Background: an optimization exercise with open tools, aiming at small area, a short achievable clock period and few clock cycles per item. Do not read the settings as production practice. Where RTL was checked, it was by simulation tests only, not by an equivalence proof against the original.

## P
Design int_to_balanced_ternary_core, start of the top module:
module int_to_balanced_ternary_core (
   input  logic                                    clock,
   input  logic                                    reset,
   input  logic                                    start,
   output logic                                    busy,
   input  logic signed [itbt_pkg::VALUE_WIDTH-1:0] req_value,
   output logic                                    rsp_strobe,
   output logic signed [1:0]                       rsp_trit,
   output logic                                    rsp_last_trit
);
For scale: about 43 flip-flops, about 40 I/O pins, roughly 0.0043 mm2 of cells after synthesis.
export LEC_CHECK = 0
export CAP_MARGIN = 20
export CORE_MARGIN = 2
export CORE_UTILIZATION = 40
export SETUP_SLACK_MARGIN = 5
export SLEW_MARGIN = 20
create_clock -name core_clock -period 8.5 [get_ports {clock}]
run.sh (not shown) runs the stock make flow with config.mk's settings and CLKGATE_MAP_FILE= SYNTH_SCRIPT=/design/flow/synth_recipe.tcl, a recipe that flattens the netlist after the stock synthesis.
The inputs of Q differ from those of P as listed below.
==> flow/flow/run.sh (new file) <==
#!/bin/bash
# Standard layout, with two changes: adders are left to ABC instead of being mapped to
# full/half adder cells, and the port buffers are the smallest buffer.
set -euo pipefail
bash standard.sh ADDER_MAP_FILE= "BUFFER_PORTS_ARGS=-buffer_cell sky130_fd_sc_hd__buf_1" finish > standard_flow.log 2>&1
==> flow/standard.sh (new file) <==
#!/bin/bash
# synth_recipe.tcl (not shown) runs the flow's synth.tcl, then flattens the netlist and writes it again
# the make line also repeats each setting of config.mk as NAME=value (left out here)
make -C /OpenROAD-flow-scripts/flow DESIGN_CONFIG=/design/flow/config.mk WORK_HOME=/design/flow/orfs CLKGATE_MAP_FILE= SYNTH_SCRIPT=/design/flow/synth_recipe.tcl "${@:-finish}"
-- flow/config.mk --
<<< P, line 8
>>> Q, line 8
export ABC_AREA = 1
removed: flow/run.sh
Notes after the runs:
Average cell area after synthesis is higher on P
P reports its last element of the critical path as q_ff[33]$_DFF_P_ while Q reports rsp_strobe.
Compared with P, Q has extra setup slack.
diff inputs: Q => R
==> flow/run.sh (new file) <==
#!/bin/bash
# synth_recipe.tcl (not shown) runs the flow's synth.tcl, then flattens the netlist and writes it again
# the make line also repeats each setting of config.mk as NAME=value (left out here)
make -C /OpenROAD-flow-scripts/flow DESIGN_CONFIG=/design/flow/config.mk WORK_HOME=/design/flow/orfs CLKGATE_MAP_FILE= SYNTH_SCRIPT=/design/flow/synth_recipe.tcl finish
-- flow/config.mk --
<<< Q, line 8
export ABC_AREA = 1
>>> R, line 8
<<< Q, line 12
export SETUP_SLACK_MARGIN = 5
>>> R, line 11
removed: flow/flow/run.sh
removed: flow/standard.sh
--- outcome ---
Q | status: complete | timing, DRC, antenna: pass. R went all the way through synthesis, placement and routing and the layout is clean on timing, DRC and antenna. Compared to Q, R shows a narrower setup margin. Delta (R minus Q): sequential portion of the cell area went up by 1.9 points, routability congestion estimate went down by about 6.6%, clock-buffer cell count went down by 2, total met2 wirelength after detailed routing went down by 23%. Q has lower non-clock buffer count than R. Post-layout minimum cycle time, R and Q: lower on Q. Main combinational cell family by area after synthesis: simple AND/OR/NAND/NOR gates -> Q, adder cells -> R.
No run of this note included a check of the RTL's function; only the layout flow was run.

---

## job 101
Another version of the RTL of int_to_balanced_ternary_core (not shown whole).
Size in the first run: roughly 800 cells after synthesis, roughly 45 flip-flops, about 40 I/O pins, about 0.0047 mm² of cells after synthesis.
clock: 8.5 ns
lec_check: 0
abc_area: 1
cap_margin: 20
core_margin: 2
core_utilization: 40
setup_slack_margin: 5
slew_margin: 20
standard.sh (not shown) runs the stock make flow with config.mk's settings and CLKGATE_MAP_FILE= SYNTH_SCRIPT=/design/flow/synth_recipe.tcl, a recipe that flattens the netlist after the stock synthesis.
==> flow/flow/run.sh <==
#!/bin/bash
# Standard layout, with four changes: adders are left to ABC instead of being mapped to
# full/half adder cells, ABC's area script maps with plain "map" (flow/abc_area.script),
# the port buffers are the smallest buffer, and the clock tree uses small clock buffers
# without dummy loads.
set -euo pipefail
rm -rf scripts
cp -r "$FLOW_HOME/scripts" scripts
cp flow/abc_area.script scripts/abc_area.script
bash standard.sh ADDER_MAP_FILE= SCRIPTS_DIR="$PWD/scripts" \
   "BUFFER_PORTS_ARGS=-buffer_cell sky130_fd_sc_hd__buf_1" \
   "CTS_ARGS=-sink_clustering_enable -repair_clock_nets -dont_use_dummy_load -buf_list {sky130_fd_sc_hd__clkbuf_2 sky130_fd_sc_hd__clkbuf_4 sky130_fd_sc_hd__clkbuf_8} -root_buf sky130_fd_sc_hd__clkbuf_8" \
   SETUP_SLACK_MARGIN=5.4 finish > standard_flow.log 2>&1
==> flow/flow/abc_area.script <==
strash
dch
map
topo
stime -c
buffer -c
upsize -c
dnsize -c
Testbench counts of job 101, summed over its fixed seeds: cycles 50,408, conversions 2,400.
Relative to job 101, the following input files were edited for job 102:
Settings: PLACE_DENSITY now 0.7, previously not set.
-- flow/flow/run.sh --
<<< job 101, line 11
   "BUFFER_PORTS_ARGS=-buffer_cell sky130_fd_sc_hd__buf_1" \
   "CTS_ARGS=-sink_clustering_enable -repair_clock_nets -dont_use_dummy_load -buf_list {sky130_fd_sc_hd__clkbuf_2 sky130_fd_sc_hd__clkbuf_4 sky130_fd_sc_hd__clkbuf_8} -root_buf sky130_fd_sc_hd__clkbuf_8" \
   SETUP_SLACK_MARGIN=5.4 finish > standard_flow.log 2>&1
>>> job 102, line 11
   "BUFFER_PORTS_ARGS=-buffer_cell sky130_fd_sc_hd__buf_1" \
   "CTS_ARGS=-sink_clustering_enable -repair_clock_nets -dont_use_dummy_load -buf_list {sky130_fd_sc_hd__clkbuf_2 sky130_fd_sc_hd__clkbuf_4 sky130_fd_sc_hd__clkbuf_8} -root_buf sky130_fd_sc_hd__clkbuf_8" \
   SETUP_SLACK_MARGIN=5.15 finish > standard_flow.log 2>&1
[summary]
- Against job 101 as the reference, job 102 delivers a lower setup slack.
- As far as number of clock buffer instances in the layout goes, job 102 and job 101 are indistinguishable; the numbers are identical.
- Note that the non-clock buffer count recorded for job 102 amounts to 0.845 times the value seen in job 101.
- Job 101 → job 102: sequential share of layout area closely matched the old numbers; final non-filler cell total moved down; clock-cell share of area flat; worst hold slack about even; depth of the most critical reg-to-reg path has decreased.
- Delta (job 102 minus job 101): sum of overflow across all layers after global routing did not really move; overall routed net length went down; post-synthesis compound-gate area fraction did not really move.
Input-level comparison between job 103 and job 102:
Settings: an added TNS_END_PERCENT of 5; a deleted PLACE_DENSITY that had been 0.7.
Notes after the runs:
Number of vias per cell after detailed routing, job 103 vs job 102: down slightly
Going from job 102 to job 103, delay of the slowest cell on the worst path moved down; portion of the clock cycle consumed by the worst path in the final layout decreased by 1.1 points relative to the old numbers.
In the tables for job 102 and job 103, cell area reads lower with job 103.
The classification of the worst setup path comes out in2reg in one run and reg2reg in the other, namely in job 102 and job 103 respectively.
The layout buffer count excluding clock buffers in job 103 sits 4.1% above the value recorded for job 102.
Compare job 102 and job 103 | critical path depth lower: job 102
In terms of via count, job 102 and job 103 differ only marginally.
--- input diff job 103..job 104 ---
Settings: TNS_END_PERCENT no longer set, was 5.
-- flow/flow/run.sh --
<<< job 103, line 11
   "BUFFER_PORTS_ARGS=-buffer_cell sky130_fd_sc_hd__buf_1" \
   "CTS_ARGS=-sink_clustering_enable -repair_clock_nets -dont_use_dummy_load -buf_list {sky130_fd_sc_hd__clkbuf_2 sky130_fd_sc_hd__clkbuf_4 sky130_fd_sc_hd__clkbuf_8} -root_buf sky130_fd_sc_hd__clkbuf_8" \
   SETUP_SLACK_MARGIN=5.15 finish > standard_flow.log 2>&1
>>> job 104, line 11
   "BUFFER_PORTS_ARGS=-buffer_cell sky130_fd_sc_hd__buf_1" \
   "CTS_ARGS=-sink_clustering_enable -repair_clock_nets -dont_use_dummy_load -buf_list {sky130_fd_sc_hd__clkbuf_2 sky130_fd_sc_hd__clkbuf_4 sky130_fd_sc_hd__clkbuf_8} -root_buf sky130_fd_sc_hd__clkbuf_8" \
   SETUP_SLACK_MARGIN=5.5 finish > standard_flow.log 2>&1
Results
Job 104 reports a higher per-cell via count in the routed design than job 103 does. Overall die area came out exactly the same in job 103 and job 104. In the metrics for job 103 and job 104, the one carrying the lower final worst slack is job 103. Job 104 vs. job 103: worst-path maximum fanout moved down, sequential cell area share dropped 0.95 points. First-pass detailed-route iteration total ends up higher on job 104.

re-timing with driven ports:
No port has a modelled driver above. Below, the same layouts with a new extraction and two added sets of constraints. Step 1: set_driving_cell puts a clkbuf_16 on clock and a buf_2 on each other input, an assumption about the parent block. Step 2, shift: input delay + t, output delay - t, t = (earliest + latest rising clock arrival at the registers) / 2. This alone moves slack from input paths to output paths. Three values: ideal, step 1, step 2; two values: the first two.
| run | shift t [ns] | setup slack, ns | worst setup path after step 2 | latest minus earliest clock arrival (ns) | slew at the worst register clock pin (ns) |
|---|---|---|---|---|---|
| P | 0.343 | 4.848 / 4.848 / 4.741 | input to register | 0.010 / 0.010 | 0.10 / 0.10 |
| Q | 0.327 | 5.141 / 5.104 / 4.901 | input to register | 0.009 / 0.009 | 0.07 / 0.07 |
| R | 0.339 | 4.092 / 4.092 / 4.092 | register to register | 0.004 / 0.004 | 0.09 / 0.09 |
| job 101 | 0.356 | 5.423 / 5.424 / 5.068 | input to register | 0.030 / 0.030 | 0.10 / 0.10 |
| job 102 | 0.335 | 5.330 / 5.340 / 5.006 | input to register | 0.031 / 0.031 | 0.10 / 0.10 |
| job 103 | 0.358 | 5.422 / 5.422 / 5.146 | input to register | 0.030 / 0.030 | 0.10 / 0.10 |
| job 104 | 0.359 | 5.477 / 5.479 / 5.120 | input to register | 0.030 / 0.031 | 0.10 / 0.10 |
After both steps setup and hold are still met in every run listed. For job 104, which loses most, drivers alone change the setup slack by +0.002 ns; drivers and shift together by -0.357 ns.
